Background: an optimization exercise with open tools, aiming at a short achievable clock period and few clock cycles. Do not read the settings as production practice.
In this exercise RTL edits were held to simulation tests only and were not proved equivalent to the original.
Power and IR drop assume default switching activity.

### flow/config.mk
export PLATFORM = sky130hd
export DESIGN_NAME = lc4_top
export DESIGN_NICKNAME = lc4_top
export VERILOG_FILES = /design/flow/design.v
export SDC_FILE = /design/flow/constraint.sdc
export NUM_CORES = 4
export LEC_CHECK = 0
export ABC_CLOCK_PERIOD_IN_PS = 2000
export CAP_MARGIN = 20
export CORE_MARGIN = 2
export CORE_UTILIZATION = 40
export SLEW_MARGIN = 20
### flow/constraint.sdc
create_clock -name core_clock -period 8.0 [get_ports {gwe}]
set_input_delay 1.6000 -clock core_clock [delete_from_list [all_inputs] [get_ports {gwe}]]
set_output_delay 1.6000 -clock core_clock [all_outputs]
set_load 0.01 [all_outputs]
### flow/design.v
`timescale 1ns/1ps
package lc4_pkg;
   localparam int WORD_W    = 16;
   localparam int REG_SEL_W = 3;
   localparam int NUM_REGS  = 8;
   typedef logic [WORD_W-1:0]    word_t;
   typedef logic [REG_SEL_W-1:0] reg_sel_t;
   typedef logic [2:0]           nzp_t;       
   localparam nzp_t NZP_N = 3'b100;
   localparam nzp_t NZP_Z = 3'b010;
   localparam nzp_t NZP_P = 3'b001;
   function automatic nzp_t nzp_of(input word_t value);
      if (value[WORD_W-1]) begin
         nzp_of = NZP_N;
      end else if (value == '0) begin
         nzp_of = NZP_Z;
      end else begin
         nzp_of = NZP_P;
      end
   endfunction
endpackage
`timescale 1ns/1ps
module lc4_decoder (
   input  logic [15:0] i_insn,
   output logic [2:0]  o_rd,
   output logic [2:0]  o_rs,
   output logic [2:0]  o_rt,            
   output logic        o_rs_re,
   output logic        o_rt_re,         
   output logic        o_sd_re,         
   output logic        o_rd_we,
   output logic        o_is_load,
   output logic        o_is_store,
   output logic        o_is_mul,
   output logic        o_op_add,        
   output logic        o_op_sub,
   output logic        o_op_and,
   output logic        o_op_not,
   output logic        o_op_or,
   output logic        o_op_xor,
   output logic        o_op_const,
   output logic        o_imm_sel,
   output logic [15:0] o_imm
);
   logic [3:0] opcode;
   logic       immf;
   logic [1:0] sub;
   logic       f_arith, f_logic, f_ldr, f_str, f_const;
   assign opcode  = i_insn[15:12];
   assign immf    = i_insn[5];
   assign sub     = i_insn[4:3];
   assign f_arith = (opcode == 4'b0001);
   assign f_logic = (opcode == 4'b0101);
   assign f_ldr   = (opcode == 4'b0110);
   assign f_str   = (opcode == 4'b0111);
   assign f_const = (opcode == 4'b1001);
   assign o_rd       = i_insn[11:9];
   assign o_rs       = i_insn[8:6];
   assign o_rt       = f_str ? i_insn[11:9] : i_insn[2:0];
   assign o_op_add   = (f_arith & (immf | (sub == 2'd0))) | f_ldr | f_str;
   assign o_op_sub   = f_arith & ~immf & (sub == 2'd2);
   assign o_is_mul   = f_arith & ~immf & (sub == 2'd1);
   assign o_op_and   = f_logic & (immf | (sub == 2'd0));
   assign o_op_not   = f_logic & ~immf & (sub == 2'd1);
   assign o_op_or    = f_logic & ~immf & (sub == 2'd2);
   assign o_op_xor   = f_logic & ~immf & (sub == 2'd3);
   assign o_op_const = f_const;
   assign o_is_load  = f_ldr;
   assign o_is_store = f_str;
   assign o_rd_we    = (f_arith & (immf | (sub != 2'd3))) | f_logic | f_ldr | f_const;
   assign o_rs_re    = (f_arith & (immf | (sub != 2'd3))) | f_logic | f_ldr | f_str;
   assign o_rt_re    = (f_arith & ~immf & (sub != 2'd3)) | (f_logic & ~immf & (sub != 2'd1));
   assign o_sd_re    = f_str;
   assign o_imm_sel  = ((f_arith | f_logic) & immf) | f_ldr | f_str | f_const;
   assign o_imm      = f_const          ? {{7{i_insn[8]}}, i_insn[8:0]} :
                       (f_ldr | f_str)  ? {{10{i_insn[5]}}, i_insn[5:0]} :
                                          {{11{i_insn[4]}}, i_insn[4:0]};
endmodule
`timescale 1ns/1ps
module lc4_regfile (
   input  logic        gwe,
   input  logic        i_reset,
   input  logic [2:0]  i_rs_sel,
   input  logic [2:0]  i_rt_sel,
   input  logic [2:0]  i_rd_sel,
   input  logic        i_rd_we,
   input  logic [15:0] i_wdata,
   output logic [15:0] o_rs_data,
   output logic [15:0] o_rt_data
);
   logic [7:0][15:0] regs;               
   always_ff @(posedge gwe) begin
      if (i_reset) begin
         for (int i = 0; i < 8; i++) begin
            regs[i] <= '0;
         end
      end else if (i_rd_we) begin
         regs[i_rd_sel] <= i_wdata;
      end
   end
   assign o_rs_data = (i_rd_we && (i_rd_sel == i_rs_sel)) ? i_wdata : regs[i_rs_sel];
   assign o_rt_data = (i_rd_we && (i_rd_sel == i_rt_sel)) ? i_wdata : regs[i_rt_sel];
endmodule
`timescale 1ns/1ps
module lc4_add16 (
   input  logic [15:0] i_a,
   input  logic [15:0] i_b,
   input  logic        i_cin,
   output logic [15:0] o_sum
);
   logic [15:0] p0, g0;
   logic [15:0] g1, p1, g2, p2, g3, p3, g4;
   assign p0 = i_a ^ i_b;
   assign g0 = (i_a & i_b) | {15'd0, p0[0] & i_cin};
   always_comb begin
      for (int i = 0; i < 16; i++) begin
         g1[i] = (i >= 1) ? (g0[i] | (p0[i] & g0[i-1])) : g0[i];
         p1[i] = (i >= 1) ? (p0[i] & p0[i-1]) : p0[i];
      end
      for (int i = 0; i < 16; i++) begin
         g2[i] = (i >= 2) ? (g1[i] | (p1[i] & g1[i-2])) : g1[i];
         p2[i] = (i >= 2) ? (p1[i] & p1[i-2]) : p1[i];
      end
      for (int i = 0; i < 16; i++) begin
         g3[i] = (i >= 4) ? (g2[i] | (p2[i] & g2[i-4])) : g2[i];
         p3[i] = (i >= 4) ? (p2[i] & p2[i-4]) : p2[i];
      end
      for (int i = 0; i < 16; i++) begin
         g4[i] = (i >= 8) ? (g3[i] | (p3[i] & g3[i-8])) : g3[i];
      end
   end
   assign o_sum = p0 ^ {g4[14:0], i_cin};
endmodule
module lc4_alu (
   input  logic        i_op_add,
   input  logic        i_op_sub,
   input  logic        i_op_and,
   input  logic        i_op_not,
   input  logic        i_op_or,
   input  logic        i_op_xor,
   input  logic        i_op_const,
   input  logic [15:0] i_a,
   input  logic [15:0] i_b,             
   input  logic [15:0] i_const,
   output logic [15:0] o_sum,
   output logic [15:0] o_result
);
   lc4_add16 u_add (
      .i_a   (i_a),
      .i_b   (i_b),
      .i_cin (i_op_sub),
      .o_sum (o_sum)
   );
   assign o_result = ({16{i_op_add | i_op_sub}} & o_sum)
                   | ({16{i_op_and}}   & (i_a & i_b))
                   | ({16{i_op_or}}    & (i_a | i_b))
                   | ({16{i_op_xor}}   & (i_a ^ i_b))
                   | ({16{i_op_not}}   & ~i_a)
                   | ({16{i_op_const}} & i_const);
endmodule
`timescale 1ns/1ps
module lc4_mul_s1 (
   input  logic [15:0] i_a,
   input  logic [15:0] i_b,
   output logic [80:0] o_cs
);
   logic c2;
   logic c4;
   logic c6;
   logic c11;
   logic c13;
   logic c15;
   logic c17;
   logic c19;
   logic c21;
   logic c23;
   logic c25;
   logic c27;
   logic c29;
   logic c31;
   logic c33;
   logic c35;
   logic c37;
   logic c39;
   logic c41;
   logic c43;
   logic c45;
   logic c51;
   logic c53;
   logic c55;
   logic c57;
   logic c59;
   logic c61;
   logic c63;
   logic c65;
   logic c67;
   logic c69;
   logic c71;
   logic c73;
   logic c75;
   logic c77;
   logic c79;
   logic c81;
   logic c83;
   logic c85;
   logic c87;
   logic c89;
   logic c91;
   logic c93;
   logic c95;
   logic c97;
   logic s1;
   logic s3;
   logic s5;
   logic s7;
   logic s8;
   logic s9;
   logic s10;
   logic s12;
   logic s14;
   logic s16;
   logic s18;
   logic s20;
   logic s22;
   logic s24;
   logic s26;
   logic s28;
   logic s30;
   logic s32;
   logic s34;
   logic s36;
   logic s38;
   logic s40;
   logic s42;
   logic s44;
   logic s46;
   logic s47;
   logic s48;
   logic s49;
   logic s50;
   logic s52;
   logic s54;
   logic s56;
   logic s58;
   logic s60;
   logic s62;
   logic s64;
   logic s66;
   logic s68;
   logic s70;
   logic s72;
   logic s74;
   logic s76;
   logic s78;
   logic s80;
   logic s82;
   logic s84;
   logic s86;
   logic s88;
   logic s90;
   logic s92;
   logic s94;
   logic s96;
   logic s98;
   logic s99;
   logic s100;
   assign s1 = (i_a[13] & i_b[0]) ^ (i_a[12] & i_b[1]);
   assign c2 = (i_a[13] & i_b[0]) & (i_a[12] & i_b[1]);
   assign s3 = (i_a[14] & i_b[0]) ^ (i_a[13] & i_b[1]) ^ (i_a[12] & i_b[2]);
   assign c4 = ((i_a[14] & i_b[0]) & (i_a[13] & i_b[1])) | ((i_a[14] & i_b[0]) & (i_a[12] & i_b[2])) | ((i_a[13] & i_b[1]) & (i_a[12] & i_b[2]));
   assign s5 = (i_a[11] & i_b[3]) ^ (i_a[10] & i_b[4]);
   assign c6 = (i_a[11] & i_b[3]) & (i_a[10] & i_b[4]);
   assign s7 = (i_a[15] & i_b[0]) ^ (i_a[14] & i_b[1]) ^ (i_a[13] & i_b[2]);
   assign s8 = (i_a[12] & i_b[3]) ^ (i_a[11] & i_b[4]) ^ (i_a[10] & i_b[5]);
   assign s9 = (i_a[9] & i_b[6]) ^ (i_a[8] & i_b[7]);
   assign s10 = (i_a[9] & i_b[0]) ^ (i_a[8] & i_b[1]);
   assign c11 = (i_a[9] & i_b[0]) & (i_a[8] & i_b[1]);
   assign s12 = (i_a[10] & i_b[0]) ^ (i_a[9] & i_b[1]) ^ (i_a[8] & i_b[2]);
   assign c13 = ((i_a[10] & i_b[0]) & (i_a[9] & i_b[1])) | ((i_a[10] & i_b[0]) & (i_a[8] & i_b[2])) | ((i_a[9] & i_b[1]) & (i_a[8] & i_b[2]));
   assign s14 = (i_a[7] & i_b[3]) ^ (i_a[6] & i_b[4]);
   assign c15 = (i_a[7] & i_b[3]) & (i_a[6] & i_b[4]);
   assign s16 = (i_a[11] & i_b[0]) ^ (i_a[10] & i_b[1]) ^ (i_a[9] & i_b[2]);
   assign c17 = ((i_a[11] & i_b[0]) & (i_a[10] & i_b[1])) | ((i_a[11] & i_b[0]) & (i_a[9] & i_b[2])) | ((i_a[10] & i_b[1]) & (i_a[9] & i_b[2]));
   assign s18 = (i_a[8] & i_b[3]) ^ (i_a[7] & i_b[4]) ^ (i_a[6] & i_b[5]);
   assign c19 = ((i_a[8] & i_b[3]) & (i_a[7] & i_b[4])) | ((i_a[8] & i_b[3]) & (i_a[6] & i_b[5])) | ((i_a[7] & i_b[4]) & (i_a[6] & i_b[5]));
   assign s20 = (i_a[5] & i_b[6]) ^ (i_a[4] & i_b[7]);
   assign c21 = (i_a[5] & i_b[6]) & (i_a[4] & i_b[7]);
   assign s22 = (i_a[12] & i_b[0]) ^ (i_a[11] & i_b[1]) ^ (i_a[10] & i_b[2]);
   assign c23 = ((i_a[12] & i_b[0]) & (i_a[11] & i_b[1])) | ((i_a[12] & i_b[0]) & (i_a[10] & i_b[2])) | ((i_a[11] & i_b[1]) & (i_a[10] & i_b[2]));
   assign s24 = (i_a[9] & i_b[3]) ^ (i_a[8] & i_b[4]) ^ (i_a[7] & i_b[5]);
   assign c25 = ((i_a[9] & i_b[3]) & (i_a[8] & i_b[4])) | ((i_a[9] & i_b[3]) & (i_a[7] & i_b[5])) | ((i_a[8] & i_b[4]) & (i_a[7] & i_b[5]));
   assign s26 = (i_a[6] & i_b[6]) ^ (i_a[5] & i_b[7]) ^ (i_a[4] & i_b[8]);
   assign c27 = ((i_a[6] & i_b[6]) & (i_a[5] & i_b[7])) | ((i_a[6] & i_b[6]) & (i_a[4] & i_b[8])) | ((i_a[5] & i_b[7]) & (i_a[4] & i_b[8]));
   assign s28 = (i_a[3] & i_b[9]) ^ (i_a[2] & i_b[10]);
   assign c29 = (i_a[3] & i_b[9]) & (i_a[2] & i_b[10]);
   assign s30 = (i_a[11] & i_b[2]) ^ (i_a[10] & i_b[3]) ^ (i_a[9] & i_b[4]);
   assign c31 = ((i_a[11] & i_b[2]) & (i_a[10] & i_b[3])) | ((i_a[11] & i_b[2]) & (i_a[9] & i_b[4])) | ((i_a[10] & i_b[3]) & (i_a[9] & i_b[4]));
   assign s32 = (i_a[8] & i_b[5]) ^ (i_a[7] & i_b[6]) ^ (i_a[6] & i_b[7]);
   assign c33 = ((i_a[8] & i_b[5]) & (i_a[7] & i_b[6])) | ((i_a[8] & i_b[5]) & (i_a[6] & i_b[7])) | ((i_a[7] & i_b[6]) & (i_a[6] & i_b[7]));
   assign s34 = (i_a[5] & i_b[8]) ^ (i_a[4] & i_b[9]) ^ (i_a[3] & i_b[10]);
   assign c35 = ((i_a[5] & i_b[8]) & (i_a[4] & i_b[9])) | ((i_a[5] & i_b[8]) & (i_a[3] & i_b[10])) | ((i_a[4] & i_b[9]) & (i_a[3] & i_b[10]));
   assign s36 = (i_a[2] & i_b[11]) ^ (i_a[1] & i_b[12]) ^ (i_a[0] & i_b[13]);
   assign c37 = ((i_a[2] & i_b[11]) & (i_a[1] & i_b[12])) | ((i_a[2] & i_b[11]) & (i_a[0] & i_b[13])) | ((i_a[1] & i_b[12]) & (i_a[0] & i_b[13]));
   assign s38 = (i_a[9] & i_b[5]) ^ (i_a[8] & i_b[6]) ^ (i_a[7] & i_b[7]);
   assign c39 = ((i_a[9] & i_b[5]) & (i_a[8] & i_b[6])) | ((i_a[9] & i_b[5]) & (i_a[7] & i_b[7])) | ((i_a[8] & i_b[6]) & (i_a[7] & i_b[7]));
   assign s40 = (i_a[6] & i_b[8]) ^ (i_a[5] & i_b[9]) ^ (i_a[4] & i_b[10]);
   assign c41 = ((i_a[6] & i_b[8]) & (i_a[5] & i_b[9])) | ((i_a[6] & i_b[8]) & (i_a[4] & i_b[10])) | ((i_a[5] & i_b[9]) & (i_a[4] & i_b[10]));
   assign s42 = (i_a[3] & i_b[11]) ^ (i_a[2] & i_b[12]) ^ (i_a[1] & i_b[13]);
   assign c43 = ((i_a[3] & i_b[11]) & (i_a[2] & i_b[12])) | ((i_a[3] & i_b[11]) & (i_a[1] & i_b[13])) | ((i_a[2] & i_b[12]) & (i_a[1] & i_b[13]));
   assign s44 = (i_a[0] & i_b[14]) ^ s3 ^ s5;
   assign c45 = ((i_a[0] & i_b[14]) & s3) | ((i_a[0] & i_b[14]) & s5) | (s3 & s5);
   assign s46 = (i_a[7] & i_b[8]) ^ (i_a[6] & i_b[9]) ^ (i_a[5] & i_b[10]);
   assign s47 = (i_a[4] & i_b[11]) ^ (i_a[3] & i_b[12]) ^ (i_a[2] & i_b[13]);
   assign s48 = (i_a[1] & i_b[14]) ^ (i_a[0] & i_b[15]) ^ s7;
   assign s49 = s8 ^ s9 ^ c4;
   assign s50 = (i_a[6] & i_b[0]) ^ (i_a[5] & i_b[1]);
   assign c51 = (i_a[6] & i_b[0]) & (i_a[5] & i_b[1]);
   assign s52 = (i_a[7] & i_b[0]) ^ (i_a[6] & i_b[1]) ^ (i_a[5] & i_b[2]);
   assign c53 = ((i_a[7] & i_b[0]) & (i_a[6] & i_b[1])) | ((i_a[7] & i_b[0]) & (i_a[5] & i_b[2])) | ((i_a[6] & i_b[1]) & (i_a[5] & i_b[2]));
   assign s54 = (i_a[4] & i_b[3]) ^ (i_a[3] & i_b[4]);
   assign c55 = (i_a[4] & i_b[3]) & (i_a[3] & i_b[4]);
   assign s56 = (i_a[8] & i_b[0]) ^ (i_a[7] & i_b[1]) ^ (i_a[6] & i_b[2]);
   assign c57 = ((i_a[8] & i_b[0]) & (i_a[7] & i_b[1])) | ((i_a[8] & i_b[0]) & (i_a[6] & i_b[2])) | ((i_a[7] & i_b[1]) & (i_a[6] & i_b[2]));
   assign s58 = (i_a[5] & i_b[3]) ^ (i_a[4] & i_b[4]) ^ (i_a[3] & i_b[5]);
   assign c59 = ((i_a[5] & i_b[3]) & (i_a[4] & i_b[4])) | ((i_a[5] & i_b[3]) & (i_a[3] & i_b[5])) | ((i_a[4] & i_b[4]) & (i_a[3] & i_b[5]));
   assign s60 = (i_a[2] & i_b[6]) ^ (i_a[1] & i_b[7]);
   assign c61 = (i_a[2] & i_b[6]) & (i_a[1] & i_b[7]);
   assign s62 = (i_a[7] & i_b[2]) ^ (i_a[6] & i_b[3]) ^ (i_a[5] & i_b[4]);
   assign c63 = ((i_a[7] & i_b[2]) & (i_a[6] & i_b[3])) | ((i_a[7] & i_b[2]) & (i_a[5] & i_b[4])) | ((i_a[6] & i_b[3]) & (i_a[5] & i_b[4]));
   assign s64 = (i_a[4] & i_b[5]) ^ (i_a[3] & i_b[6]) ^ (i_a[2] & i_b[7]);
   assign c65 = ((i_a[4] & i_b[5]) & (i_a[3] & i_b[6])) | ((i_a[4] & i_b[5]) & (i_a[2] & i_b[7])) | ((i_a[3] & i_b[6]) & (i_a[2] & i_b[7]));
   assign s66 = (i_a[1] & i_b[8]) ^ (i_a[0] & i_b[9]) ^ s10;
   assign c67 = ((i_a[1] & i_b[8]) & (i_a[0] & i_b[9])) | ((i_a[1] & i_b[8]) & s10) | ((i_a[0] & i_b[9]) & s10);
   assign s68 = (i_a[5] & i_b[5]) ^ (i_a[4] & i_b[6]) ^ (i_a[3] & i_b[7]);
   assign c69 = ((i_a[5] & i_b[5]) & (i_a[4] & i_b[6])) | ((i_a[5] & i_b[5]) & (i_a[3] & i_b[7])) | ((i_a[4] & i_b[6]) & (i_a[3] & i_b[7]));
   assign s70 = (i_a[2] & i_b[8]) ^ (i_a[1] & i_b[9]) ^ (i_a[0] & i_b[10]);
   assign c71 = ((i_a[2] & i_b[8]) & (i_a[1] & i_b[9])) | ((i_a[2] & i_b[8]) & (i_a[0] & i_b[10])) | ((i_a[1] & i_b[9]) & (i_a[0] & i_b[10]));
   assign s72 = s12 ^ s14 ^ c11;
   assign c73 = (s12 & s14) | (s12 & c11) | (s14 & c11);
   assign s74 = (i_a[3] & i_b[8]) ^ (i_a[2] & i_b[9]) ^ (i_a[1] & i_b[10]);
   assign c75 = ((i_a[3] & i_b[8]) & (i_a[2] & i_b[9])) | ((i_a[3] & i_b[8]) & (i_a[1] & i_b[10])) | ((i_a[2] & i_b[9]) & (i_a[1] & i_b[10]));
   assign s76 = (i_a[0] & i_b[11]) ^ s16 ^ s18;
   assign c77 = ((i_a[0] & i_b[11]) & s16) | ((i_a[0] & i_b[11]) & s18) | (s16 & s18);
   assign s78 = s20 ^ c13 ^ c15;
   assign c79 = (s20 & c13) | (s20 & c15) | (c13 & c15);
   assign s80 = (i_a[1] & i_b[11]) ^ (i_a[0] & i_b[12]) ^ s22;
   assign c81 = ((i_a[1] & i_b[11]) & (i_a[0] & i_b[12])) | ((i_a[1] & i_b[11]) & s22) | ((i_a[0] & i_b[12]) & s22);
   assign s82 = s24 ^ s26 ^ s28;
   assign c83 = (s24 & s26) | (s24 & s28) | (s26 & s28);
   assign s84 = c17 ^ c19 ^ c21;
   assign c85 = (c17 & c19) | (c17 & c21) | (c19 & c21);
   assign s86 = s1 ^ s30 ^ s32;
   assign c87 = (s1 & s30) | (s1 & s32) | (s30 & s32);
   assign s88 = s34 ^ s36 ^ c23;
   assign c89 = (s34 & s36) | (s34 & c23) | (s36 & c23);
   assign s90 = c25 ^ c27 ^ c29;
   assign c91 = (c25 & c27) | (c25 & c29) | (c27 & c29);
   assign s92 = c2 ^ s38 ^ s40;
   assign c93 = (c2 & s38) | (c2 & s40) | (s38 & s40);
   assign s94 = s42 ^ s44 ^ c31;
   assign c95 = (s42 & s44) | (s42 & c31) | (s44 & c31);
   assign s96 = c33 ^ c35 ^ c37;
   assign c97 = (c33 & c35) | (c33 & c37) | (c35 & c37);
   assign s98 = c6 ^ s46 ^ s47;
   assign s99 = s48 ^ s49 ^ c39;
   assign s100 = c41 ^ c43 ^ c45;
   assign o_cs[0] = (i_a[0] & i_b[0]);
   assign o_cs[1] = (i_a[1] & i_b[0]);
   assign o_cs[2] = (i_a[0] & i_b[1]);
   assign o_cs[3] = (i_a[2] & i_b[0]);
   assign o_cs[4] = (i_a[1] & i_b[1]);
   assign o_cs[5] = (i_a[0] & i_b[2]);
   assign o_cs[6] = (i_a[3] & i_b[0]);
   assign o_cs[7] = (i_a[2] & i_b[1]);
   assign o_cs[8] = (i_a[1] & i_b[2]);
   assign o_cs[9] = (i_a[0] & i_b[3]);
   assign o_cs[10] = (i_a[4] & i_b[0]);
   assign o_cs[11] = (i_a[3] & i_b[1]);
   assign o_cs[12] = (i_a[2] & i_b[2]);
   assign o_cs[13] = (i_a[1] & i_b[3]);
   assign o_cs[14] = (i_a[0] & i_b[4]);
   assign o_cs[15] = (i_a[5] & i_b[0]);
   assign o_cs[16] = (i_a[4] & i_b[1]);
   assign o_cs[17] = (i_a[3] & i_b[2]);
   assign o_cs[18] = (i_a[2] & i_b[3]);
   assign o_cs[19] = (i_a[1] & i_b[4]);
   assign o_cs[20] = (i_a[0] & i_b[5]);
   assign o_cs[21] = (i_a[4] & i_b[2]);
   assign o_cs[22] = (i_a[3] & i_b[3]);
   assign o_cs[23] = (i_a[2] & i_b[4]);
   assign o_cs[24] = (i_a[1] & i_b[5]);
   assign o_cs[25] = (i_a[0] & i_b[6]);
   assign o_cs[26] = s50;
   assign o_cs[27] = (i_a[2] & i_b[5]);
   assign o_cs[28] = (i_a[1] & i_b[6]);
   assign o_cs[29] = (i_a[0] & i_b[7]);
   assign o_cs[30] = s52;
   assign o_cs[31] = s54;
   assign o_cs[32] = c51;
   assign o_cs[33] = (i_a[0] & i_b[8]);
   assign o_cs[34] = s56;
   assign o_cs[35] = s58;
   assign o_cs[36] = s60;
   assign o_cs[37] = c53;
   assign o_cs[38] = c55;
   assign o_cs[39] = s62;
   assign o_cs[40] = s64;
   assign o_cs[41] = s66;
   assign o_cs[42] = c57;
   assign o_cs[43] = c59;
   assign o_cs[44] = c61;
   assign o_cs[45] = s68;
   assign o_cs[46] = s70;
   assign o_cs[47] = s72;
   assign o_cs[48] = c63;
   assign o_cs[49] = c65;
   assign o_cs[50] = c67;
   assign o_cs[51] = s74;
   assign o_cs[52] = s76;
   assign o_cs[53] = s78;
   assign o_cs[54] = c69;
   assign o_cs[55] = c71;
   assign o_cs[56] = c73;
   assign o_cs[57] = s80;
   assign o_cs[58] = s82;
   assign o_cs[59] = s84;
   assign o_cs[60] = c75;
   assign o_cs[61] = c77;
   assign o_cs[62] = c79;
   assign o_cs[63] = s86;
   assign o_cs[64] = s88;
   assign o_cs[65] = s90;
   assign o_cs[66] = c81;
   assign o_cs[67] = c83;
   assign o_cs[68] = c85;
   assign o_cs[69] = s92;
   assign o_cs[70] = s94;
   assign o_cs[71] = s96;
   assign o_cs[72] = c87;
   assign o_cs[73] = c89;
   assign o_cs[74] = c91;
   assign o_cs[75] = s98;
   assign o_cs[76] = s99;
   assign o_cs[77] = s100;
   assign o_cs[78] = c93;
   assign o_cs[79] = c95;
   assign o_cs[80] = c97;
endmodule
module lc4_mul_s2 (
   input  logic [80:0] i_cs,
   output logic [15:0] o_row0,
   output logic [15:0] o_row1
);
   logic c2;
   logic c4;
   logic c6;
   logic c8;
   logic c10;
   logic c12;
   logic c14;
   logic c16;
   logic c18;
   logic c20;
   logic c22;
   logic c24;
   logic c26;
   logic c28;
   logic c30;
   logic c32;
   logic c34;
   logic c36;
   logic c38;
   logic c40;
   logic c42;
   logic c46;
   logic c48;
   logic c50;
   logic c52;
   logic c54;
   logic c56;
   logic c58;
   logic c60;
   logic c62;
   logic c64;
   logic c66;
   logic c68;
   logic c71;
   logic c73;
   logic c75;
   logic c77;
   logic c79;
   logic c81;
   logic c83;
   logic c85;
   logic c87;
   logic c89;
   logic c91;
   logic c93;
   logic c95;
   logic s1;
   logic s3;
   logic s5;
   logic s7;
   logic s9;
   logic s11;
   logic s13;
   logic s15;
   logic s17;
   logic s19;
   logic s21;
   logic s23;
   logic s25;
   logic s27;
   logic s29;
   logic s31;
   logic s33;
   logic s35;
   logic s37;
   logic s39;
   logic s41;
   logic s43;
   logic s44;
   logic s45;
   logic s47;
   logic s49;
   logic s51;
   logic s53;
   logic s55;
   logic s57;
   logic s59;
   logic s61;
   logic s63;
   logic s65;
   logic s67;
   logic s69;
   logic s70;
   logic s72;
   logic s74;
   logic s76;
   logic s78;
   logic s80;
   logic s82;
   logic s84;
   logic s86;
   logic s88;
   logic s90;
   logic s92;
   logic s94;
   logic s96;
   logic [15:0] row0;
   logic [15:0] row1;
   assign s1 = i_cs[10] ^ i_cs[11];
   assign c2 = i_cs[10] & i_cs[11];
   assign s3 = i_cs[15] ^ i_cs[16] ^ i_cs[17];
   assign c4 = (i_cs[15] & i_cs[16]) | (i_cs[15] & i_cs[17]) | (i_cs[16] & i_cs[17]);
   assign s5 = i_cs[18] ^ i_cs[19];
   assign c6 = i_cs[18] & i_cs[19];
   assign s7 = i_cs[21] ^ i_cs[22] ^ i_cs[23];
   assign c8 = (i_cs[21] & i_cs[22]) | (i_cs[21] & i_cs[23]) | (i_cs[22] & i_cs[23]);
   assign s9 = i_cs[24] ^ i_cs[25] ^ i_cs[26];
   assign c10 = (i_cs[24] & i_cs[25]) | (i_cs[24] & i_cs[26]) | (i_cs[25] & i_cs[26]);
   assign s11 = i_cs[27] ^ i_cs[28] ^ i_cs[29];
   assign c12 = (i_cs[27] & i_cs[28]) | (i_cs[27] & i_cs[29]) | (i_cs[28] & i_cs[29]);
   assign s13 = i_cs[30] ^ i_cs[31] ^ i_cs[32];
   assign c14 = (i_cs[30] & i_cs[31]) | (i_cs[30] & i_cs[32]) | (i_cs[31] & i_cs[32]);
   assign s15 = i_cs[33] ^ i_cs[34] ^ i_cs[35];
   assign c16 = (i_cs[33] & i_cs[34]) | (i_cs[33] & i_cs[35]) | (i_cs[34] & i_cs[35]);
   assign s17 = i_cs[36] ^ i_cs[37] ^ i_cs[38];
   assign c18 = (i_cs[36] & i_cs[37]) | (i_cs[36] & i_cs[38]) | (i_cs[37] & i_cs[38]);
   assign s19 = i_cs[39] ^ i_cs[40] ^ i_cs[41];
   assign c20 = (i_cs[39] & i_cs[40]) | (i_cs[39] & i_cs[41]) | (i_cs[40] & i_cs[41]);
   assign s21 = i_cs[42] ^ i_cs[43] ^ i_cs[44];
   assign c22 = (i_cs[42] & i_cs[43]) | (i_cs[42] & i_cs[44]) | (i_cs[43] & i_cs[44]);
   assign s23 = i_cs[45] ^ i_cs[46] ^ i_cs[47];
   assign c24 = (i_cs[45] & i_cs[46]) | (i_cs[45] & i_cs[47]) | (i_cs[46] & i_cs[47]);
   assign s25 = i_cs[48] ^ i_cs[49] ^ i_cs[50];
   assign c26 = (i_cs[48] & i_cs[49]) | (i_cs[48] & i_cs[50]) | (i_cs[49] & i_cs[50]);
   assign s27 = i_cs[51] ^ i_cs[52] ^ i_cs[53];
   assign c28 = (i_cs[51] & i_cs[52]) | (i_cs[51] & i_cs[53]) | (i_cs[52] & i_cs[53]);
   assign s29 = i_cs[54] ^ i_cs[55] ^ i_cs[56];
   assign c30 = (i_cs[54] & i_cs[55]) | (i_cs[54] & i_cs[56]) | (i_cs[55] & i_cs[56]);
   assign s31 = i_cs[57] ^ i_cs[58] ^ i_cs[59];
   assign c32 = (i_cs[57] & i_cs[58]) | (i_cs[57] & i_cs[59]) | (i_cs[58] & i_cs[59]);
   assign s33 = i_cs[60] ^ i_cs[61] ^ i_cs[62];
   assign c34 = (i_cs[60] & i_cs[61]) | (i_cs[60] & i_cs[62]) | (i_cs[61] & i_cs[62]);
   assign s35 = i_cs[63] ^ i_cs[64] ^ i_cs[65];
   assign c36 = (i_cs[63] & i_cs[64]) | (i_cs[63] & i_cs[65]) | (i_cs[64] & i_cs[65]);
   assign s37 = i_cs[66] ^ i_cs[67] ^ i_cs[68];
   assign c38 = (i_cs[66] & i_cs[67]) | (i_cs[66] & i_cs[68]) | (i_cs[67] & i_cs[68]);
   assign s39 = i_cs[69] ^ i_cs[70] ^ i_cs[71];
   assign c40 = (i_cs[69] & i_cs[70]) | (i_cs[69] & i_cs[71]) | (i_cs[70] & i_cs[71]);
   assign s41 = i_cs[72] ^ i_cs[73] ^ i_cs[74];
   assign c42 = (i_cs[72] & i_cs[73]) | (i_cs[72] & i_cs[74]) | (i_cs[73] & i_cs[74]);
   assign s43 = i_cs[75] ^ i_cs[76] ^ i_cs[77];
   assign s44 = i_cs[78] ^ i_cs[79] ^ i_cs[80];
   assign s45 = i_cs[6] ^ i_cs[7];
   assign c46 = i_cs[6] & i_cs[7];
   assign s47 = i_cs[12] ^ i_cs[13] ^ i_cs[14];
   assign c48 = (i_cs[12] & i_cs[13]) | (i_cs[12] & i_cs[14]) | (i_cs[13] & i_cs[14]);
   assign s49 = i_cs[20] ^ s3 ^ s5;
   assign c50 = (i_cs[20] & s3) | (i_cs[20] & s5) | (s3 & s5);
   assign s51 = s7 ^ s9 ^ c4;
   assign c52 = (s7 & s9) | (s7 & c4) | (s9 & c4);
   assign s53 = s11 ^ s13 ^ c8;
   assign c54 = (s11 & s13) | (s11 & c8) | (s13 & c8);
   assign s55 = s15 ^ s17 ^ c12;
   assign c56 = (s15 & s17) | (s15 & c12) | (s17 & c12);
   assign s57 = s19 ^ s21 ^ c16;
   assign c58 = (s19 & s21) | (s19 & c16) | (s21 & c16);
   assign s59 = s23 ^ s25 ^ c20;
   assign c60 = (s23 & s25) | (s23 & c20) | (s25 & c20);
   assign s61 = s27 ^ s29 ^ c24;
   assign c62 = (s27 & s29) | (s27 & c24) | (s29 & c24);
   assign s63 = s31 ^ s33 ^ c28;
   assign c64 = (s31 & s33) | (s31 & c28) | (s33 & c28);
   assign s65 = s35 ^ s37 ^ c32;
   assign c66 = (s35 & s37) | (s35 & c32) | (s37 & c32);
   assign s67 = s39 ^ s41 ^ c36;
   assign c68 = (s39 & s41) | (s39 & c36) | (s41 & c36);
   assign s69 = s43 ^ s44 ^ c40;
   assign s70 = i_cs[3] ^ i_cs[4];
   assign c71 = i_cs[3] & i_cs[4];
   assign s72 = i_cs[8] ^ i_cs[9] ^ s45;
   assign c73 = (i_cs[8] & i_cs[9]) | (i_cs[8] & s45) | (i_cs[9] & s45);
   assign s74 = s1 ^ s47 ^ c46;
   assign c75 = (s1 & s47) | (s1 & c46) | (s47 & c46);
   assign s76 = c2 ^ s49 ^ c48;
   assign c77 = (c2 & s49) | (c2 & c48) | (s49 & c48);
   assign s78 = c6 ^ s51 ^ c50;
   assign c79 = (c6 & s51) | (c6 & c50) | (s51 & c50);
   assign s80 = c10 ^ s53 ^ c52;
   assign c81 = (c10 & s53) | (c10 & c52) | (s53 & c52);
   assign s82 = c14 ^ s55 ^ c54;
   assign c83 = (c14 & s55) | (c14 & c54) | (s55 & c54);
   assign s84 = c18 ^ s57 ^ c56;
   assign c85 = (c18 & s57) | (c18 & c56) | (s57 & c56);
   assign s86 = c22 ^ s59 ^ c58;
   assign c87 = (c22 & s59) | (c22 & c58) | (s59 & c58);
   assign s88 = c26 ^ s61 ^ c60;
   assign c89 = (c26 & s61) | (c26 & c60) | (s61 & c60);
   assign s90 = c30 ^ s63 ^ c62;
   assign c91 = (c30 & s63) | (c30 & c62) | (s63 & c62);
   assign s92 = c34 ^ s65 ^ c64;
   assign c93 = (c34 & s65) | (c34 & c64) | (s65 & c64);
   assign s94 = c38 ^ s67 ^ c66;
   assign c95 = (c38 & s67) | (c38 & c66) | (s67 & c66);
   assign s96 = c42 ^ s69 ^ c68;
   assign row0[0] = i_cs[0];
   assign row1[0] = 1'b0;
   assign row0[1] = i_cs[1];
   assign row1[1] = i_cs[2];
   assign row0[2] = i_cs[5];
   assign row1[2] = s70;
   assign row0[3] = s72;
   assign row1[3] = c71;
   assign row0[4] = s74;
   assign row1[4] = c73;
   assign row0[5] = s76;
   assign row1[5] = c75;
   assign row0[6] = s78;
   assign row1[6] = c77;
   assign row0[7] = s80;
   assign row1[7] = c79;
   assign row0[8] = s82;
   assign row1[8] = c81;
   assign row0[9] = s84;
   assign row1[9] = c83;
   assign row0[10] = s86;
   assign row1[10] = c85;
   assign row0[11] = s88;
   assign row1[11] = c87;
   assign row0[12] = s90;
   assign row1[12] = c89;
   assign row0[13] = s92;
   assign row1[13] = c91;
   assign row0[14] = s94;
   assign row1[14] = c93;
   assign row0[15] = s96;
   assign row1[15] = c95;
   assign o_row0 = row0;
   assign o_row1 = row1;
endmodule
`timescale 1ns/1ps
module lc4_pipeline #(
   parameter logic [15:0] RESET_PC = 16'h8200
) (
   input  logic        gwe,
   input  logic        i_reset,
   input  logic [15:0] i_cur_insn,
   input  logic [15:0] i_cur_dmem_data,
   output logic [15:0] o_cur_pc,
   output logic [15:0] o_dmem_addr,
   output logic        o_dmem_we,
   output logic [15:0] o_dmem_wdata,
   output logic        o_trace_valid,
   output logic [15:0] o_trace_pc,
   output logic [15:0] o_trace_insn,
   output logic        o_trace_regfile_we,
   output logic [2:0]  o_trace_wsel,
   output logic [15:0] o_trace_wdata,
   output logic        o_trace_nzp_we,
   output logic [2:0]  o_trace_nzp_bits,
   output logic        o_trace_dmem_we,
   output logic [15:0] o_trace_dmem_addr,
   output logic [15:0] o_trace_dmem_data
);
   localparam int CSW = 81;              
   logic [15:0] pc;
   logic        stall, stall_nx;
   logic [2:0]  f_rd, f_rs, f_rt;
   logic        f_rs_re, f_rt_re, f_sd_re, f_we;
   logic        f_ld, f_st, f_mul;
   logic        f_add, f_sub, f_and, f_not, f_or, f_xor, f_const;
   logic        f_imm_sel;
   logic [15:0] f_imm;
   logic        d_valid;
   logic [15:0] d_insn;
   logic [2:0]  dec_rd, dec_rs, dec_rt;
   logic        dec_rs_re, dec_rt_re, dec_sd_re, dec_we;
   logic        dec_ld, dec_st, dec_mul;
   logic        dec_add, dec_sub, dec_and, dec_not, dec_or, dec_xor, dec_const;
   logic        dec_imm_sel;
   logic [15:0] dec_imm;
   logic [15:0] rf_rs, rf_rt;
   logic        rf_clear;
   logic        h1_rs, h1_rt, h2_rs, h2_rt, h3_rs, h3_rt;
   logic        f_hit_d, f_hit_x, d_hit_x;
   logic        x_valid;
   logic [15:0] x_insn;
   logic [2:0]  x_rd;
   logic        x_we, x_ld, x_st, x_mul, x_mem;
   logic        x_add, x_sub, x_and, x_not, x_or, x_xor, x_const;
   logic [15:0] xa_q, xb_q, xs_q, xma_q, xmb_q;
   logic        a_s1, a_s2, a_s3, a_sr;
   logic        b_s1p, b_s1n, b_s2p, b_s2n, b_s3p, b_s3n, b_sr;
   logic        s_s1, s_s2, s_s3, s_sr;
   logic        ma_s1, ma_s2, ma_s3, ma_sr;
   logic        mb_s1, mb_s2, mb_s3, mb_sr;
   logic [15:0] x_a, x_b, x_s, x_ma, x_mb;
   logic [15:0] x_sum, x_result;
   logic [CSW-1:0] x_cs;
   logic        m_valid;
   logic [15:0] m_insn;
   logic [2:0]  m_rd;
   logic        m_we, m_ld, m_st, m_mul;
   logic [15:0] res_m, m_addr, m_wdata;
   logic [CSW-1:0] m_cs;
   logic [15:0] m_row0, m_row1;
   logic        w_valid;
   logic [15:0] w_insn;
   logic [2:0]  w_rd;
   logic        w_we, w_st, w_mul;
   logic [15:0] res_w, w_daddr, w_ddata;
   logic [15:0] w_row0, w_row1, w_product;
   logic        t_valid;
   logic [15:0] t_insn;
   logic [2:0]  t_rd;
   logic        t_we, t_st;
   logic [15:0] res_t, t_daddr, t_ddata;
   logic        u_valid;
   logic [15:0] u_pc, u_insn;
   logic        u_rwe, u_dwe;
   logic [2:0]  u_wsel, u_nzp;
   logic [15:0] u_wdata, u_daddr, u_ddata;
   lc4_decoder u_decoder (
      .i_insn     (i_cur_insn),
      .o_rd       (f_rd),
      .o_rs       (f_rs),
      .o_rt       (f_rt),
      .o_rs_re    (f_rs_re),
      .o_rt_re    (f_rt_re),
      .o_sd_re    (f_sd_re),
      .o_rd_we    (f_we),
      .o_is_load  (f_ld),
      .o_is_store (f_st),
      .o_is_mul   (f_mul),
      .o_op_add   (f_add),
      .o_op_sub   (f_sub),
      .o_op_and   (f_and),
      .o_op_not   (f_not),
      .o_op_or    (f_or),
      .o_op_xor   (f_xor),
      .o_op_const (f_const),
      .o_imm_sel  (f_imm_sel),
      .o_imm      (f_imm)
   );
   assign f_hit_d = (f_rs_re & (f_rs == dec_rd)) | ((f_rt_re | f_sd_re) & (f_rt == dec_rd));
   assign f_hit_x = (f_rs_re & (f_rs == x_rd)) | ((f_rt_re | f_sd_re) & (f_rt == x_rd));
   assign d_hit_x = (dec_rs_re & (dec_rs == x_rd)) | ((dec_rt_re | dec_sd_re) & (dec_rt == x_rd));
   assign stall_nx = stall ? (x_mul & d_hit_x)
                           : (((dec_ld | dec_mul) & f_hit_d) | (x_mul & f_hit_x));
   always_ff @(posedge gwe) begin
      if (i_reset) begin
         pc        <= RESET_PC;
         stall     <= 1'b0;
         d_valid   <= 1'b0;
         dec_rs_re <= 1'b0;
         dec_rt_re <= 1'b0;
         dec_sd_re <= 1'b0;
         dec_we    <= 1'b0;
         dec_ld    <= 1'b0;
         dec_st    <= 1'b0;
         dec_mul   <= 1'b0;
         dec_add   <= 1'b0;
         dec_sub   <= 1'b0;
         dec_and   <= 1'b0;
         dec_not   <= 1'b0;
         dec_or    <= 1'b0;
         dec_xor   <= 1'b0;
         dec_const <= 1'b0;
      end else begin
         stall <= stall_nx;
         if (!stall) begin
            pc        <= pc + 16'd1;
            d_valid   <= 1'b1;
            dec_rs_re <= f_rs_re;
            dec_rt_re <= f_rt_re;
            dec_sd_re <= f_sd_re;
            dec_we    <= f_we;
            dec_ld    <= f_ld;
            dec_st    <= f_st;
            dec_mul   <= f_mul;
            dec_add   <= f_add;
            dec_sub   <= f_sub;
            dec_and   <= f_and;
            dec_not   <= f_not;
            dec_or    <= f_or;
            dec_xor   <= f_xor;
            dec_const <= f_const;
         end
      end
   end
   always_ff @(posedge gwe) begin
      if (!stall) begin
         d_insn      <= i_cur_insn;
         dec_rd      <= f_rd;
         dec_rs      <= f_rs;
         dec_rt      <= f_rt;
         dec_imm_sel <= f_imm_sel;
         dec_imm     <= f_imm;
      end
   end
   assign o_cur_pc = pc;
   always_ff @(posedge gwe) begin
      rf_clear <= i_reset;
   end
   lc4_regfile u_regfile (
      .gwe       (gwe),
      .i_reset   (rf_clear),
      .i_rs_sel  (dec_rs),
      .i_rt_sel  (dec_rt),
      .i_rd_sel  (t_rd),
      .i_rd_we   (t_we),
      .i_wdata   (res_t),
      .o_rs_data (rf_rs),
      .o_rt_data (rf_rt)
   );
   assign h1_rs = x_we && (x_rd == dec_rs);
   assign h1_rt = x_we && (x_rd == dec_rt);
   assign h2_rs = m_we && (m_rd == dec_rs);
   assign h2_rt = m_we && (m_rd == dec_rt);
   assign h3_rs = w_we && (w_rd == dec_rs);
   assign h3_rt = w_we && (w_rd == dec_rt);
   always_ff @(posedge gwe) begin
      if (i_reset || stall) begin
         x_valid <= 1'b0;
         x_we    <= 1'b0;
         x_ld    <= 1'b0;
         x_st    <= 1'b0;
         x_mul   <= 1'b0;
         x_mem   <= 1'b0;
         x_add   <= 1'b0;
         x_sub   <= 1'b0;
         x_and   <= 1'b0;
         x_not   <= 1'b0;
         x_or    <= 1'b0;
         x_xor   <= 1'b0;
         x_const <= 1'b0;
         a_s1    <= 1'b0;
         a_s2    <= 1'b0;
         a_s3    <= 1'b0;
         a_sr    <= 1'b1;
         b_s1p   <= 1'b0;
         b_s1n   <= 1'b0;
         b_s2p   <= 1'b0;
         b_s2n   <= 1'b0;
         b_s3p   <= 1'b0;
         b_s3n   <= 1'b0;
         b_sr    <= 1'b1;
         s_s1    <= 1'b0;
         s_s2    <= 1'b0;
         s_s3    <= 1'b0;
         s_sr    <= 1'b1;
         ma_s1   <= 1'b0;
         ma_s2   <= 1'b0;
         ma_s3   <= 1'b0;
         ma_sr   <= 1'b0;
         mb_s1   <= 1'b0;
         mb_s2   <= 1'b0;
         mb_s3   <= 1'b0;
         mb_sr   <= 1'b0;
      end else begin
         x_valid <= d_valid;
         x_we    <= dec_we;
         x_ld    <= dec_ld;
         x_st    <= dec_st;
         x_mul   <= dec_mul;
         x_mem   <= dec_ld | dec_st;
         x_add   <= dec_add;
         x_sub   <= dec_sub;
         x_and   <= dec_and;
         x_not   <= dec_not;
         x_or    <= dec_or;
         x_xor   <= dec_xor;
         x_const <= dec_const;
         a_s1    <= dec_rs_re & h1_rs;
         a_s2    <= dec_rs_re & ~h1_rs & h2_rs;
         a_s3    <= dec_rs_re & ~h1_rs & ~h2_rs & h3_rs;
         a_sr    <= ~(dec_rs_re & (h1_rs | h2_rs | h3_rs));
         b_s1p   <= dec_rt_re & h1_rt & ~dec_sub;
         b_s1n   <= dec_rt_re & h1_rt & dec_sub;
         b_s2p   <= dec_rt_re & ~h1_rt & h2_rt & ~dec_sub;
         b_s2n   <= dec_rt_re & ~h1_rt & h2_rt & dec_sub;
         b_s3p   <= dec_rt_re & ~h1_rt & ~h2_rt & h3_rt & ~dec_sub;
         b_s3n   <= dec_rt_re & ~h1_rt & ~h2_rt & h3_rt & dec_sub;
         b_sr    <= ~(dec_rt_re & (h1_rt | h2_rt | h3_rt));
         s_s1    <= dec_sd_re & h1_rt;
         s_s2    <= dec_sd_re & ~h1_rt & h2_rt;
         s_s3    <= dec_sd_re & ~h1_rt & ~h2_rt & h3_rt;
         s_sr    <= ~(dec_sd_re & (h1_rt | h2_rt | h3_rt));
         ma_s1   <= dec_mul & h1_rs;
         ma_s2   <= dec_mul & ~h1_rs & h2_rs;
         ma_s3   <= dec_mul & ~h1_rs & ~h2_rs & h3_rs;
         ma_sr   <= dec_mul & ~(h1_rs | h2_rs | h3_rs);
         mb_s1   <= dec_mul & h1_rt;
         mb_s2   <= dec_mul & ~h1_rt & h2_rt;
         mb_s3   <= dec_mul & ~h1_rt & ~h2_rt & h3_rt;
         mb_sr   <= dec_mul & ~(h1_rt | h2_rt | h3_rt);
      end
   end
   always_ff @(posedge gwe) begin
      if (!stall) begin
         x_insn <= d_insn;
         x_rd   <= dec_rd;
         xa_q   <= rf_rs;
         xb_q   <= dec_imm_sel ? dec_imm : (dec_sub ? ~rf_rt : rf_rt);
         xs_q   <= rf_rt;
         xma_q  <= dec_mul ? rf_rs : '0;
         xmb_q  <= dec_mul ? rf_rt : '0;
      end
   end
   assign x_a = ({16{a_s1}} & res_m) | ({16{a_s2}} & res_w) | ({16{a_s3}} & res_t) |
                ({16{a_sr}} & xa_q);
   assign x_b = ({16{b_s1p}} & res_m) | ({16{b_s1n}} & ~res_m) |
                ({16{b_s2p}} & res_w) | ({16{b_s2n}} & ~res_w) |
                ({16{b_s3p}} & res_t) | ({16{b_s3n}} & ~res_t) | ({16{b_sr}} & xb_q);
   assign x_s = ({16{s_s1}} & res_m) | ({16{s_s2}} & res_w) | ({16{s_s3}} & res_t) |
                ({16{s_sr}} & xs_q);
   lc4_alu u_alu (
      .i_op_add   (x_add),
      .i_op_sub   (x_sub),
      .i_op_and   (x_and),
      .i_op_not   (x_not),
      .i_op_or    (x_or),
      .i_op_xor   (x_xor),
      .i_op_const (x_const),
      .i_a        (x_a),
      .i_b        (x_b),
      .i_const    (xb_q),
      .o_sum      (x_sum),
      .o_result   (x_result)
   );
   assign x_ma = ({16{ma_s1}} & res_m) | ({16{ma_s2}} & res_w) | ({16{ma_s3}} & res_t) |
                 ({16{ma_sr}} & xma_q);
   assign x_mb = ({16{mb_s1}} & res_m) | ({16{mb_s2}} & res_w) | ({16{mb_s3}} & res_t) |
                 ({16{mb_sr}} & xmb_q);
   lc4_mul_s1 u_mul_s1 (
      .i_a  (x_ma),
      .i_b  (x_mb),
      .o_cs (x_cs)
   );
   always_ff @(posedge gwe) begin
      if (i_reset) begin
         m_valid <= 1'b0;
         m_we    <= 1'b0;
         m_ld    <= 1'b0;
         m_st    <= 1'b0;
         m_mul   <= 1'b0;
      end else begin
         m_valid <= x_valid;
         m_we    <= x_we;
         m_ld    <= x_ld;
         m_st    <= x_st;
         m_mul   <= x_mul;
      end
      m_insn  <= x_insn;
      m_rd    <= x_rd;
      res_m   <= x_result;
      m_addr  <= x_mem ? x_sum : '0;
      m_wdata <= x_st ? x_s : '0;
      m_cs    <= x_cs;
   end
   assign o_dmem_addr  = m_addr;
   assign o_dmem_we    = m_st;
   assign o_dmem_wdata = m_wdata;
   lc4_mul_s2 u_mul_s2 (
      .i_cs   (m_cs),
      .o_row0 (m_row0),
      .o_row1 (m_row1)
   );
   always_ff @(posedge gwe) begin
      if (i_reset) begin
         w_valid <= 1'b0;
         w_we    <= 1'b0;
         w_st    <= 1'b0;
         w_mul   <= 1'b0;
      end else begin
         w_valid <= m_valid;
         w_we    <= m_we;
         w_st    <= m_st;
         w_mul   <= m_mul;
      end
      w_insn  <= m_insn;
      w_rd    <= m_rd;
      res_w   <= m_ld ? i_cur_dmem_data : res_m;
      w_daddr <= m_addr;
      w_ddata <= m_ld ? i_cur_dmem_data : m_wdata;
      w_row0  <= m_row0;
      w_row1  <= m_row1;
   end
   lc4_add16 u_mul_add (
      .i_a   (w_row0),
      .i_b   (w_row1),
      .i_cin (1'b0),
      .o_sum (w_product)
   );
   always_ff @(posedge gwe) begin
      if (i_reset) begin
         t_valid <= 1'b0;
         t_we    <= 1'b0;
         t_st    <= 1'b0;
      end else begin
         t_valid <= w_valid;
         t_we    <= w_we;
         t_st    <= w_st;
      end
      t_insn  <= w_insn;
      t_rd    <= w_rd;
      res_t   <= w_mul ? w_product : res_w;
      t_daddr <= w_daddr;
      t_ddata <= w_ddata;
   end
   always_ff @(posedge gwe) begin
      if (i_reset) begin
         u_valid <= 1'b0;
         u_pc    <= RESET_PC;
      end else begin
         u_valid <= t_valid;
         if (u_valid) begin
            u_pc <= u_pc + 16'd1;
         end
      end
      u_insn  <= t_insn;
      u_rwe   <= t_we;
      u_wsel  <= t_we ? t_rd : '0;
      u_wdata <= t_we ? res_t : '0;
      u_nzp   <= t_we ? lc4_pkg::nzp_of(res_t) : '0;
      u_dwe   <= t_st;
      u_daddr <= t_daddr;
      u_ddata <= t_ddata;
   end
   assign o_trace_valid      = u_valid;
   assign o_trace_pc         = u_pc;
   assign o_trace_insn       = u_insn;
   assign o_trace_regfile_we = u_rwe;
   assign o_trace_wsel       = u_wsel;
   assign o_trace_wdata      = u_wdata;
   assign o_trace_nzp_we     = u_rwe;
   assign o_trace_nzp_bits   = u_nzp;
   assign o_trace_dmem_we    = u_dwe;
   assign o_trace_dmem_addr  = u_daddr;
   assign o_trace_dmem_data  = u_ddata;
endmodule
`timescale 1ns/1ps
module lc4_top (
   input  logic        gwe,
   input  logic        i_reset,
   input  logic [15:0] i_cur_insn,
   input  logic [15:0] i_cur_dmem_data,
   output logic [15:0] o_cur_pc,
   output logic [15:0] o_dmem_addr,
   output logic        o_dmem_we,
   output logic [15:0] o_dmem_wdata,
   output logic        o_trace_valid,
   output logic [15:0] o_trace_pc,
   output logic [15:0] o_trace_insn,
   output logic        o_trace_regfile_we,
   output logic [2:0]  o_trace_wsel,
   output logic [15:0] o_trace_wdata,
   output logic        o_trace_nzp_we,
   output logic [2:0]  o_trace_nzp_bits,
   output logic        o_trace_dmem_we,
   output logic [15:0] o_trace_dmem_addr,
   output logic [15:0] o_trace_dmem_data
);
   lc4_pipeline #(.RESET_PC(16'h8200)) u_pipe (
      .gwe                (gwe),
      .i_reset            (i_reset),
      .i_cur_insn         (i_cur_insn),
      .i_cur_dmem_data    (i_cur_dmem_data),
      .o_cur_pc           (o_cur_pc),
      .o_dmem_addr        (o_dmem_addr),
      .o_dmem_we          (o_dmem_we),
      .o_dmem_wdata       (o_dmem_wdata),
      .o_trace_valid      (o_trace_valid),
      .o_trace_pc         (o_trace_pc),
      .o_trace_insn       (o_trace_insn),
      .o_trace_regfile_we (o_trace_regfile_we),
      .o_trace_wsel       (o_trace_wsel),
      .o_trace_wdata      (o_trace_wdata),
      .o_trace_nzp_we     (o_trace_nzp_we),
      .o_trace_nzp_bits   (o_trace_nzp_bits),
      .o_trace_dmem_we    (o_trace_dmem_we),
      .o_trace_dmem_addr  (o_trace_dmem_addr),
      .o_trace_dmem_data  (o_trace_dmem_data)
   );
endmodule
### flow/flow/run.sh
#!/bin/bash
set -euo pipefail
bash standard.sh SETUP_SLACK_MARGIN=5.6 finish > standard_flow.log 2>&1
### flow/standard.sh
#!/bin/bash
# synth_recipe.tcl (not shown) runs the flow's synth.tcl, then flattens the netlist and writes it again
# the make line also repeats each setting of config.mk as NAME=value (left out here)
make -C /OpenROAD-flow-scripts/flow DESIGN_CONFIG=/design/flow/config.mk WORK_HOME=/design/flow/orfs CLKGATE_MAP_FILE= SYNTH_SCRIPT=/design/flow/synth_recipe.tcl "${@:-finish}"
==> results.yml, run 1 <==
outcome:
  status: "no timing/DRC/antenna violations"
power:
  vdd_drop_max_v: 0.000178
  comb_power_share: 0.034
  switching_share: 0.219
  leakage_nw: 15.7
  internal_power_mw: 6.01
  power.switching_mw: 1.69
  power_density_mw_per_mm2: 199
  p_seq_frac: 0.488
  power_frac_clock: 0.478
final_layout:
  nFillCells: 6654
  reg_top3: "u_pipe.u_regfile.regs: 128 flops, u_pipe.m_cs: 81 flops"
  multi_input_area_sq_mm: 0.0143
  top_register: "u_pipe.u_regfile.regs"
  largest_register_ffs: 128
  finalCoreUtilization: 0.512
  n_antenna_cell: 0
  design_area_sq_mm: 0.0387
  drive_gt1_frac: 0.297
  seqCellArea_sq_mm: 0.0159
  fin_nets: 3290
  syn2layout_area_growth_pct: 27.5
synthesis:
  netlist_instances: 2825
  synth_area_leaders: "dfxtp_1 (40%), edfxtp_1 (12%), fa_1 (5.3%)"
  syn_area_sq_mm: 0.0304
  ys_warn_count: 3
  synthFlopType: "dfxtp_1"
  syn-num-nets: 3008
  synth.distinct_cells: 66
  synth-edff-count: 120
  synth-seq-cells: 720
  yosysTopAreaCellShare: 0.395
  syn_area_per_cell_sq_um: 10.8
  ys_seq_area_frac: 0.514
  async_flop_share: 0
  yosysTopAreaCell: "dfxtp_1"
worst_setup_path:
  end_kind: "register"
  crit_required_ns: 8.51
  r2r-start: "u_pipe.xb_q[0]"
  crit_arrival_ns: 3.41
  cp-start-kind: "register"
  crit_start: "u_pipe.xb_q[0]"
  crit_type: "reg -> reg"
  critPathMaxStageDelay_ns: 0.46
  cp_cell_sequence: "a222oi_1 -> nand3_1 -> inv_2 -> fa_2 -> buf_4 -> nor2b_1 -> o21a_1 -> o21ai_2 -> a31oi_4 -> a21bo_4 -> xor2_2 -> a221o_1"
  cpMaxStageDelayCell: "edfxtp_1"
  crit_path_max_fanout: 4
placed_design:
  post-place-ws_ns: 3.99
  dp_hpwl_mm: 61.4
  place_area_sq_mm: 0.0330
  io_buffers: 172
  gp_congestion: 0.957
sta:
  worst_pin_slew_ns: 1.13
  rsz0062_at_grt: "true"
  max_freq_mhz: 345
  min_period_ns: 2.90
  slew_headroom: 0.246
  setup_viol_count_final: 0
  post-route-period-util: 0.363
  drv_slew: 0
  fin_skew_ns: 0.0248
  tns_ns: 0
  setup_ws_ns: 5.10
  finalHoldViolCount: 0
route:
  viasPerCell: 5.56
  dr.pass1.iters: 6
  wl_per_cell_um: 22.9
  dr_total_vias: 23100
  drc: 0
  drt_iter0_markers: 2223
  drt-total-wl_mm: 94.9
  drtAntennaViolNets: 0
floorplan:
  start_util: 0.402
  die-width_um: 280
  io_pins: 173
  dieArea_sq_mm: 0.0782
  rows: 101
  dieHeight_um: 280
  core_area_sq_mm: 0.0756
grt:
  grt_overflow: 0
  grt_max_degree: 113
  grt_pass1_vias: 23100
  antenna_found_initial: 3
  grtUsageTotal: 0.239
  grt_pass1_wl_mm: 142
clock_network:
  clk_latency_ns: 0.64
  root_buffer: "clkbuf_16"
  cts.sinks: 720
  cts_buffer_depth: 3
  htree_levels: 3
  cts_buffers: 77
  clk_pin_slew_ns: 0.06
  cts_tree: "yes"
min_path:
  min_from: "u_pipe.w_ddata[10]"
  hp-class: "reg -> reg"
flow_run:
  cap_viol_max_count: 0
## layout make-up
cell class | count | area share
sequential | 720 | 0.411
multi-input combinational | 1688 | 0.370
timing repair buffer | 403 | 0.0983
clock buffer | 109 | 0.0587
tap | 978 | 0.0316
inverter | 217 | 0.0212
clock inverter | 33 | 0.00940
## synth_stat cells, drive strengths merged, types with 64 or more instances
cell      n
ha       68
nand2   119
edfxtp  120
mux4     64
dfxtp   600
nor2    337
a22oi   184
clkbuf  161
mux2i    68
inv     215
o21ai    92
xnor2    75
fa       81
a21oi    68
## power groups by stage
| stage | Clock [mW] | Combinational, mW | Sequential (mW) |
|---|---|---|---|
| 6_report | 3.68 | 0.264 | 3.76 |
| 3_5_place_dp | 0 | 0.219 | 3.85 |
| 5_1_grt | 3.90 | 0.281 | 3.76 |
| 2_1_floorplan | 0 | 0.147 | 3.82 |
| 3_3_place_gp | 0 | 0.214 | 3.85 |
| 4_1_cts | 3.76 | 0.249 | 3.76 |
## logic make-up after synthesis
| kind of cell | count (synthesis) | synth area share |
|---|---|---|
| and+or+nand+nor | 736 | 0.113 |
| DFF | 720 | 0.514 |
| AOI/OAI and AO/OA | 534 | 0.127 |
| buffers and inverters | 417 | 0.0535 |
| adders and majority gates | 149 | 0.0814 |
| muxes | 142 | 0.0741 |
| xor gates and xnor gates | 127 | 0.0366 |
## final timing paths
kind	to	slack [ns]	cells after the start
max	u_pipe.res_m[11]	5.10	12
min	u_pipe.t_ddata[10]	0.31	0
max reg2reg	u_pipe.res_m[11]	5.10	12
min reg2reg	u_pipe.t_ddata[10]	0.31	0
## worst max-delay path: cells and delay by family (launching register included)
kind                       cells  cell delay [ns]
DFF                            1             0.46
AOI/OAI and AO/OA              6             1.44
xor gates and xnor gates       1             0.15
buffers and inverters          2             0.23
and+or+nand+nor                2             0.26
adders and majority gates      1             0.22
## cells in the final DEF (no fill, tap or decap), drive strengths merged, types with 5 or more instances in the layout
cell type      instances
mux2                  10
bufinv                 6
nor3                  15
a21boi                18
fa                    81
or2                   35
o21ai                 92
o21a                   5
a21o                  11
xor2                  52
nand2                119
ha                    68
mux2i                 68
a31oi                  7
a221oi                51
a22oi                184
nand2b                25
a221o                 21
clkdlybuf4s50         25
nor2b                 52
xnor2                 75
and3                  14
nand3                 34
nor4                   7
mux4                  64
edfxtp               120
clkbuf               111
and2                  60
inv                  223
dfxtp                600
a21oi                 68
clkinv                17
a22o                  46
nor2                 337
nor3b                  6
buf                  375
nand4                 22
## layer usage
metal / wire length [um] / track usage
met1: 37900 / 0.303
met2: 45400 / 0.401
met3: 7580 / 0.0470
met4: 4060 / 0.0953
met5: 0 / 0
## per-stage QoR
step	power, mW	hold WS, ns	cells
after detailed placement	4.07	0.312	3806
after CTS	7.76	0.319	4100
final	7.70	0.310	4148
after floorplan	3.97	0.310	2825
after global routing	7.94	0.319	4148
after global placement	4.06	0.310	3806
## what timing repair did
item / CTS / global route
buffers inserted: 151 / 47
gates resized for setup: 1012 / 148
endpoints found under the setup margin: 416 / 331
hold buffers: 0 / 0
gates cloned: 1 / 1
pin swaps: 34 / 33
Testbench counts, summed over its fixed seeds: cycles 12,766.
==> run 2: changes to the inputs <==
==> flow/flow/run.sh (replaced) <==
#!/bin/bash
set -euo pipefail
bash standard.sh SETUP_SLACK_MARGIN=5.6 ADDER_MAP_FILE= finish > standard_flow.log 2>&1
==> run 2 against run 1 <==
Compared with the run above:
- critical endpoint is now u_pipe.res_m[13]
- combinational power down 6%
- sequential power barely moved
- wire length down 1.9%
- hold slack improved by 0.0046 ns
==> results.yml, run 2 <==
worst_setup_path:
  worstRegToRegCells: 11
  cp_cell_sequence: "mux2i_2 -> nand4_1 -> maj3_2 -> a221o_1 -> a21boi_4 -> a21boi_4 -> o211ai_4 -> a31oi_4 -> o31ai_4 -> and3_4 -> o31ai_2"
  cp-start-kind: "register"
  critPathMaxStageDelay_ns: 0.40
  crit_path_max_fanout: 4
  r2r-start: "u_pipe.res_t[0]"
  cpMaxStageDelayCell: "dfxtp_4"
  cpMostUsedCell: "a21boi_4"
  cp_top_family: "compound AO/OA/AOI/OAI gates"
  crit_required_ns: 8.47
  critical_path_buf_inv_count: 0
  end_kind: "register"
  r2r_setup_slack_ns: 4.91
  crit_type: "reg -> reg"
  crit_arrival_ns: 3.56
  regToRegEndpoint: "u_pipe.res_m[13]"
final_layout:
  largest_register_ffs: 128
  n_antenna_cell: 0
  top_register: "u_pipe.u_regfile.regs"
  nFillCells: 6709
  drive_gt1_frac: 0.255
  reg_top3: "u_pipe.u_regfile.regs: 128 flops, u_pipe.m_cs: 81 flops"
  fin_cells: 4345
  syn2layout_area_growth_pct: 26.0
  fin_nets: 3337
  design_area_sq_mm: 0.0384
  mostFrequentLayoutCell: "dfxtp_1"
  finalCoreUtilization: 0.507
  layout_common_cells: "dfxtp_1 (451), nand2_1 (415), nor2_1 (293)"
grt:
  top_usage_layer: "met2"
  antenna_found_initial: 1
  grt_max_degree: 75
  grt_pass1_wl_mm: 140
  grtUsageTotal: 0.232
  grtUsageMet2: 0.387
  gr-usage-met1: 0.298
  grt_pass1_vias: 23600
  use_met3: 0.0364
  grt_overflow: 0
placed_design:
  post-place-ws_ns: 3.93
  dp_hpwl_mm: 61.0
  gp_congestion: 0.951
  dp_cells: 4066
  place_area_sq_mm: 0.0333
  io_buffers: 172
clock_network:
  cts_buffers: 77
  cts.sinks: 720
  clk_pin_slew_ns: 0.07
  cts_tree: "yes"
  cts_buffer_depth: 3
  clk_latency_ns: 0.63
  root_buffer: "clkbuf_16"
  htree_levels: 3
sta:
  max_freq_mhz: 324
  fin_skew_ns: 0.0283
  rsz0062_at_grt: "true"
  setup_viol_count_final: 0
  min_period_ns: 3.09
  slew_headroom: 0.245
  post-route-period-util: 0.386
  hold_ws_ns: 0.314
  tns_ns: 0
  drv_slew: 0
  worst_pin_slew_ns: 1.13
  setup_ws_ns: 4.91
  finalHoldViolCount: 0
min_path:
  min_to: "u_pipe.t_ddata[0]"
  hold_depth: 0
  hp-class: "reg -> reg"
  min_from: "u_pipe.w_ddata[0]"
synthesis:
  synth-edff-count: 120
  yosysTopAreaCell: "dfxtp_1"
  muxShareOfSynthArea: 0.0777
  synth_top_family_by_area: "simple AND/OR/NAND/NOR gates"
  synth_fa_ha_area_frac: 0.0215
  synth-xor-area-share: 0.0957
  syn_area_per_cell_sq_um: 9.97
  ys_seq_area_frac: 0.513
  async_flop_share: 0
  yosysMostFrequentCell: "dfxtp_1"
  synth_simple_gate_area_share: 0.135
  syn-num-nets: 3086
  yosysTopAreaCellShare: 0.395
  synth.distinct_cells: 81
  synth-seq-cells: 720
  synth_compound_area_frac: 0.121
  synthFlopType: "dfxtp_1"
  syn_area_sq_mm: 0.0304
  netlist_instances: 3052
  synth_area_leaders: "dfxtp_1 (39%), edfxtp_1 (12%), xnor2_1 (6.7%)"
  ys_warn_count: 3
  synth_common_cells: "dfxtp_1 (600), nand2_1 (420), nor2_1 (311), xnor2_1 (233), a21oi_1 (200)"
power:
  comb_power_share: 0.032
  switching_share: 0.215
  p_total_mw: 7.78
  power_density_mw_per_mm2: 203
  p_seq_frac: 0.483
  leakage_nw: 14.3
  internal_power_mw: 6.11
  power_frac_clock: 0.485
  vdd_drop_max_v: 0.000213
  power.switching_mw: 1.67
floorplan:
  io_pins: 173
  dieHeight_um: 280
  dieArea_sq_mm: 0.0783
  core_area_sq_mm: 0.0757
  rows: 101
  start_util: 0.402
  die-width_um: 280
flow_run:
  cap_viol_max_count: 0
route:
  drtAntennaViolNets: 0
  wl_per_cell_um: 21.4
  drt_iter0_markers: 1764
  dr.pass1.iters: 6
  dr_total_vias: 23700
  drc: 0
  viasPerCell: 5.46
  drt-total-wl_mm: 93.1
outcome:
  status: "no timing/DRC/antenna violations"
-- run 2: cell count changes after synthesis, sizes merged, moves of 45 or more --
cell	delta
a21oi	+133
xor2	+45
nand2	+301
fa	-81
maj3	+65
inv	-138
ha	-68
a22oi	-107
xnor2	+158
-- run 2: cell families (layout without fill, tap and decap cells) --
group                    Yosys count  count (layout)
buffers and inverters            274             589
multiplexers                     155             155
AO/OA/AOI/OAI                    559             559
flip-flops                       720             720
adder cells (fa/ha/maj)           65              65
XOR/XNOR                         331             331
AND/OR/NAND/NOR                  948             948
-- run 2: layer usage --
metal / vias to the layer above / share of wire
met4: 0 / 0.040
met1: 11600 / 0.41
met2: 909 / 0.48
met3: 244 / 0.066
met5: - / 0
li1: 11000 / -
-- run 2: how the worst max path moves through the flow --
stage / start / end / slack [ns] / cells after the start
6_report: u_pipe.res_t[0] / u_pipe.res_m[13] / 4.91 / 11
2_1_floorplan: i_cur_insn[13] / u_pipe.stall / 4.96 / 9
4_1_cts: u_pipe.a_s2 / u_pipe.res_m[14] / 4.98 / 12
3_3_place_gp: i_cur_insn[14] / u_pipe.stall / 3.91 / 10
5_1_grt: u_pipe.res_t[0] / u_pipe.res_m[13] / 4.84 / 11
3_5_place_dp: i_cur_insn[14] / u_pipe.stall / 3.93 / 10
-- run 2: final cells by class --
| type | instances | area (sq um) | area share |
|---|---|---|---|
| flip-flops and latches | 720 | 15900 | 0.414 |
| multi-input cells | 2058 | 14800 | 0.385 |
| repair buffers | 368 | 3440 | 0.0896 |
| clock buffers | 111 | 2360 | 0.0616 |
| well taps | 978 | 1220 | 0.0319 |
| clock inverters | 32 | 375 | 0.00978 |
| inverters | 78 | 298 | 0.00776 |
-- run 2: power groups by stage --
stage	sequential (mW)	combinational, mW	clock (mW)
final	3.76	0.248	3.77
after global routing	3.76	0.264	3.99
after CTS	3.76	0.230	3.86
after detailed placement	3.85	0.215	0
after global placement	3.85	0.212	0
after floorplan	3.82	0.147	0
-- run 2: worst reg2reg max path: stages, from the launching register on --
cell	delay, ns
dfxtp_4	0.40
mux2i_2	0.24
nand4_1	0.16
maj3_2	0.37
a221o_1	0.33
a21boi_4	0.29
a21boi_4	0.12
o211ai_4	0.25
a31oi_4	0.17
o31ai_4	0.28
and3_4	0.26
o31ai_2	0.06
-- run 2: what timing repair did --
item | CTS | global route
setup endpoints to repair | 286 | 254
resized for setup | 926 | 168
hold buffers | 0 | 0
setup buffers | 82 | 52
gates cloned | 1 | 1
pin swaps | 32 | 47

## afterwards: timing with drivers on the ports
Ports are ideal in the flow. The routed layouts listed here were re-timed in OpenROAD. Step 1 sets driving cells, clkbuf_16 on the clock port and buf_2 on the other inputs (assumed; they add their load-dependent delay and slew). Step 2 adds t to the input delays and takes it off the output delays; t is the mean of the earliest and latest rising clock arrival at the registers after step 1. Input paths then give back, and output paths get back, about the clock's delay inside the block. Slacks: no drivers / after step 1 / after step 2; pairs: no drivers / after step 1.
run	t (ns)	setup WS [ns]	clock arrival spread, ns
run 1	0.686	5.099 / 5.099 / 4.718	0.026 / 0.027
run 2	0.682	4.912 / 4.912 / 4.635	0.030 / 0.029
After both steps every run listed still meets setup and hold. For run 1, which loses most, drivers alone change the setup slack by 0.000 ns; drivers and shift together by -0.381 ns.
